This is an optimization exercise on Yosys and OpenROAD, whose aim is small area, not a production implementation.
The RTL was checked by simulation tests, not by an equivalence proof against the original design.
Power and IR drop assume default switching activity. The clock port is modelled as an ideal driver; clocking choices that lean on that would not hold on a real chip.

==> flow/design.v <==
`default_nettype none
module dmem_responder #(
  parameter int DEPTH   = 32,   
  parameter int LATENCY = 2     
) (
  input  logic        clk,
  input  logic        reset,
  input  logic        req_valid,
  output logic        req_ready,
  input  logic        req_write,
  input  logic [31:0] req_addr,
  input  logic [31:0] req_wdata,
  input  logic [3:0]  req_be,
  output logic        resp_valid,
  input  logic        resp_ready,
  output logic [31:0] resp_rdata,
  output logic        resp_err
);
  localparam int AW = $clog2(DEPTH);
  localparam int NW = LATENCY - 1;
  logic          resp_q;             
  logic [NW-1:0] wait_q;             
  logic          idle;
  logic          accept;
  assign idle       = ~resp_q & ~(|wait_q);
  assign req_ready  = idle & ~reset;
  assign accept     = req_valid & req_ready;
  assign resp_valid = resp_q;
  always_ff @(posedge clk) begin
    for (int i = 0; i < NW; i++) begin
      if (reset)       wait_q[i] <= 1'b0;
      else if (i == 0) wait_q[i] <= accept;
      else             wait_q[i] <= wait_q[(i == 0) ? 0 : i - 1];
    end
  end
  always_ff @(posedge clk) begin
    if (reset) resp_q <= 1'b0;
    else       resp_q <= wait_q[NW-1] | (resp_q & ~resp_ready);
  end
  logic          in_err;
  logic          in_ld;
  assign in_err = (|req_addr[1:0]) | (|req_addr[31:AW+2]);
  assign in_ld  = ~req_write & ~in_err;
  logic [AW-1:0] rot_q;              
  logic [AW-1:0] pos_q;              
  logic [AW-1:0] pos;                
  logic          ld;                 
  always_ff @(posedge clk) begin
    if (reset) rot_q <= '0;
    else       rot_q <= rot_q + AW'(1);
  end
  logic          ld_q;               
  logic          st_q;               
  logic          err_q;
  logic          late_q;             
  logic [3:0]    be_q;
  assign pos = idle ? req_addr[AW+1:2] + rot_q : pos_q;
  assign ld  = idle ? in_ld : ld_q;
  always_ff @(posedge clk) begin
    pos_q <= pos + AW'(1);
    if (idle) begin
      ld_q  <= in_ld;
      err_q <= in_err;
      be_q  <= req_be;
    end
  end
  always_ff @(posedge clk) begin
    if (reset)     st_q <= 1'b0;
    else if (idle) st_q <= req_valid & req_write & ~in_err;
  end
  assign resp_err = err_q;
  logic [31:0]      slot_q [DEPTH];
  logic [DEPTH-1:0] vld_q;
  logic [DEPTH-1:0] rsel;
  logic [DEPTH-1:0] at_tap;
  genvar p, b;
  generate
    for (p = 0; p < DEPTH; p++) begin : g_slot
      localparam int S = (p == 0) ? DEPTH - 1 : p - 1;    
      localparam bit S_SRC = ((S % 3) == 0) && (S <= DEPTH - 2);
      if (S_SRC) begin : g_ins
        logic ins;
        assign ins = st_q & (pos_q == AW'(S));
        always_ff @(posedge clk) begin
          vld_q[p] <= ~reset & (vld_q[S] | ins);
        end
        for (b = 0; b < 4; b++) begin : g_byte
          logic we;
          assign we = ins & (be_q[b] | ~vld_q[S]);
          always_ff @(posedge clk) begin
            slot_q[p][8*b +: 8] <= we ? data_q[8*b +: 8] : slot_q[S][8*b +: 8];
          end
        end
      end else begin : g_pass
        always_ff @(posedge clk) begin
          vld_q[p]  <= ~reset & vld_q[S];
          slot_q[p] <= slot_q[S];
        end
      end
      if (p % 2 == 0) begin : g_notap
        assign rsel[p]   = 1'b0;
        assign at_tap[p] = 1'b0;
      end else begin : g_tap
        assign at_tap[p] = (pos == AW'(p));
        assign rsel[p]   = ld & vld_q[p] & at_tap[p];
      end
    end
  endgenerate
  logic [31:0] rd;
  logic [31:0] data_q;
  logic        wr;
  logic [3:0]  fwd;
  assign wr = idle & req_write;
  always_comb begin
    for (int k = 0; k < 4; k++) begin
      fwd[k] = st_q & (pos_q == pos) & be_q[k];
    end
    rd = '0;
    for (int i = 0; i < DEPTH; i++) begin
      rd = rd | (slot_q[i] & {32{rsel[i]}});
    end
    for (int k = 0; k < 4; k++) begin
      rd[8*k +: 8] = (rd[8*k +: 8] & {8{~fwd[k]}})
                   | (data_q[8*k +: 8] & {8{ld & fwd[k]}})
                   | (req_wdata[8*k +: 8] & {8{wr & req_be[k]}});
    end
  end
  always_ff @(posedge clk) begin
    if (idle) late_q <= in_ld & ~(|at_tap);
    if (idle | (wait_q[0] & late_q)) data_q <= rd;
  end
  assign resp_rdata = data_q & {32{ld_q}};
endmodule
`default_nettype wire
export LEC_CHECK = 0
export CAP_MARGIN = 20
export CORE_MARGIN = 2
export CORE_UTILIZATION = 70
export GPL_TIMING_DRIVEN = 0
export SLEW_MARGIN = 20
export CTS_ARGS = -sink_clustering_enable -repair_clock_nets -dont_use_dummy_load -sink_clustering_size 30 -sink_clustering_max_diameter 80
export BUFFER_PORTS_ARGS = -buffer_cell sky130_fd_sc_hd__buf_1
export RECOVER_POWER = 100
create_clock -name core_clock -period 5.0 [get_ports {clk}]
standard.sh (not shown) runs the stock make flow with config.mk's settings and CLKGATE_MAP_FILE= SYNTH_SCRIPT=/design/flow/synth_recipe.tcl, a recipe that flattens the netlist after the stock synthesis.
==> flow/flow/run.sh <==
#!/bin/bash
# Layout flow: the standard ORFS flow (standard.sh), with these changes:
#  - CTS without dummy loads (they only add area to balance the tree), with
#    larger sink clusters;
#  - port buffers use a plain small buffer instead of a delay cell;
#  - after global routing, non-critical gates are downsized (ORFS's
#    RECOVER_POWER step).
# Each tool's full output stays in ORFS's own logs under orfs/logs/; the make
# output goes to standard.log.
set -euo pipefail
cat >> config.mk <<'EOC'
export CTS_ARGS = -sink_clustering_enable -repair_clock_nets -dont_use_dummy_load -sink_clustering_size 30 -sink_clustering_max_diameter 80
export BUFFER_PORTS_ARGS = -buffer_cell sky130_fd_sc_hd__buf_1
export RECOVER_POWER = 100
EOC
bash standard.sh > standard.log 2>&1
The baseline ran to the end with violations: max-capacitance violations, max-slew violations, negative setup slack.
Then changed:
Settings changed: GPL_TIMING_DRIVEN 0 to default.
This time the run finished but failed the layout checks on max-capacitance violations, max-slew violations.
Combinational power goes down by 30%.
Power goes down by 0.79%.
Wire length goes down by 15%.
Cell area stays flat.
Via count goes down by 4.9%.
Worst setup slack gets better by 260 ps.
Hold slack gets worse by 26 ps.
Then changed:
==> flow/flow/run.sh (replaced) <==
#!/bin/bash
# Layout flow: the standard ORFS flow (standard.sh), with two changes:
#  - CTS without dummy loads (they only add area to balance the tree), with
#    the sink clustering of config.mk;
#  - port buffers use a plain small buffer instead of a delay cell.
# Each tool's full output stays in ORFS's own logs under orfs/logs/; the make
# output goes to standard.log.
set -euo pipefail
cat >> config.mk <<'EOC'
export CTS_ARGS = -sink_clustering_enable -repair_clock_nets -dont_use_dummy_load -sink_clustering_size 30 -sink_clustering_max_diameter 80
export BUFFER_PORTS_ARGS = -buffer_cell sky130_fd_sc_hd__buf_1
EOC
bash standard.sh > standard.log 2>&1
Settings changed: RECOVER_POWER 100 to default.
- Now the flow completed without violations
- cell area increases by about 0.6%
- global-route usage does not change
- worst setup slack gets better by 360 ps
- sequential power hardly moves
- die area does not change
- non-clock buffer count does not change
- first-iteration DRC count is lower by 3.4%
- wire length hardly moves
- hold slack hardly moves
Then changed:
Settings changed: CORE_UTILIZATION 70 to 80.
After rerunning: Power barely changes. Global-route usage grows by 7.8 points. Synthesized cell count does not change. Wire length grows by 4.7%. Setup slack gains 22 ps. Sequential power hardly moves. Final area hardly moves. Via count grows by 3.9%. Die area shrinks by 12%. Worst hold slack loses 29 ps.

==> re-timing with driven ports <==
Ports are ideal in the flow. The routed layouts listed here were re-timed in OpenROAD.
Step 1 sets driving cells, clkbuf_16 on the clock port and buf_2 on the other inputs (assumed; they add their load-dependent delay and slew).
Step 2 also shifts input and output timing later by t, the mid clock arrival at the registers, as if the neighbouring blocks saw the same clock.
a / b / c = ideal ports / drivers / drivers and shift; a / b = the first two.
| run | t, ns | setup WS [ns] | hold slack, ns | worst setup path at the end | slew at the worst register clock pin (ns) |
|---|---|---|---|---|---|
| the first run | 0.675 | 0.000 / 0.013 / -0.642 | 0.321 / 0.321 / 0.321 | input to register | 0.11 / 0.11 |
| the second run | 0.661 | 0.258 / 0.258 / -0.134 | 0.295 / 0.295 / 0.295 | input to register | 0.11 / 0.11 |
| the third run | 0.661 | 0.617 / 0.651 / -0.010 | 0.297 / 0.297 / 0.297 | input to register | 0.11 / 0.11 |
| the fourth run | 0.654 | 0.639 / 0.673 / 0.018 | 0.269 / 0.269 / 0.269 | input to register | 0.11 / 0.11 |
For the first run, which loses most, drivers alone change the setup slack by +0.013 ns; drivers and shift together by -0.642 ns.
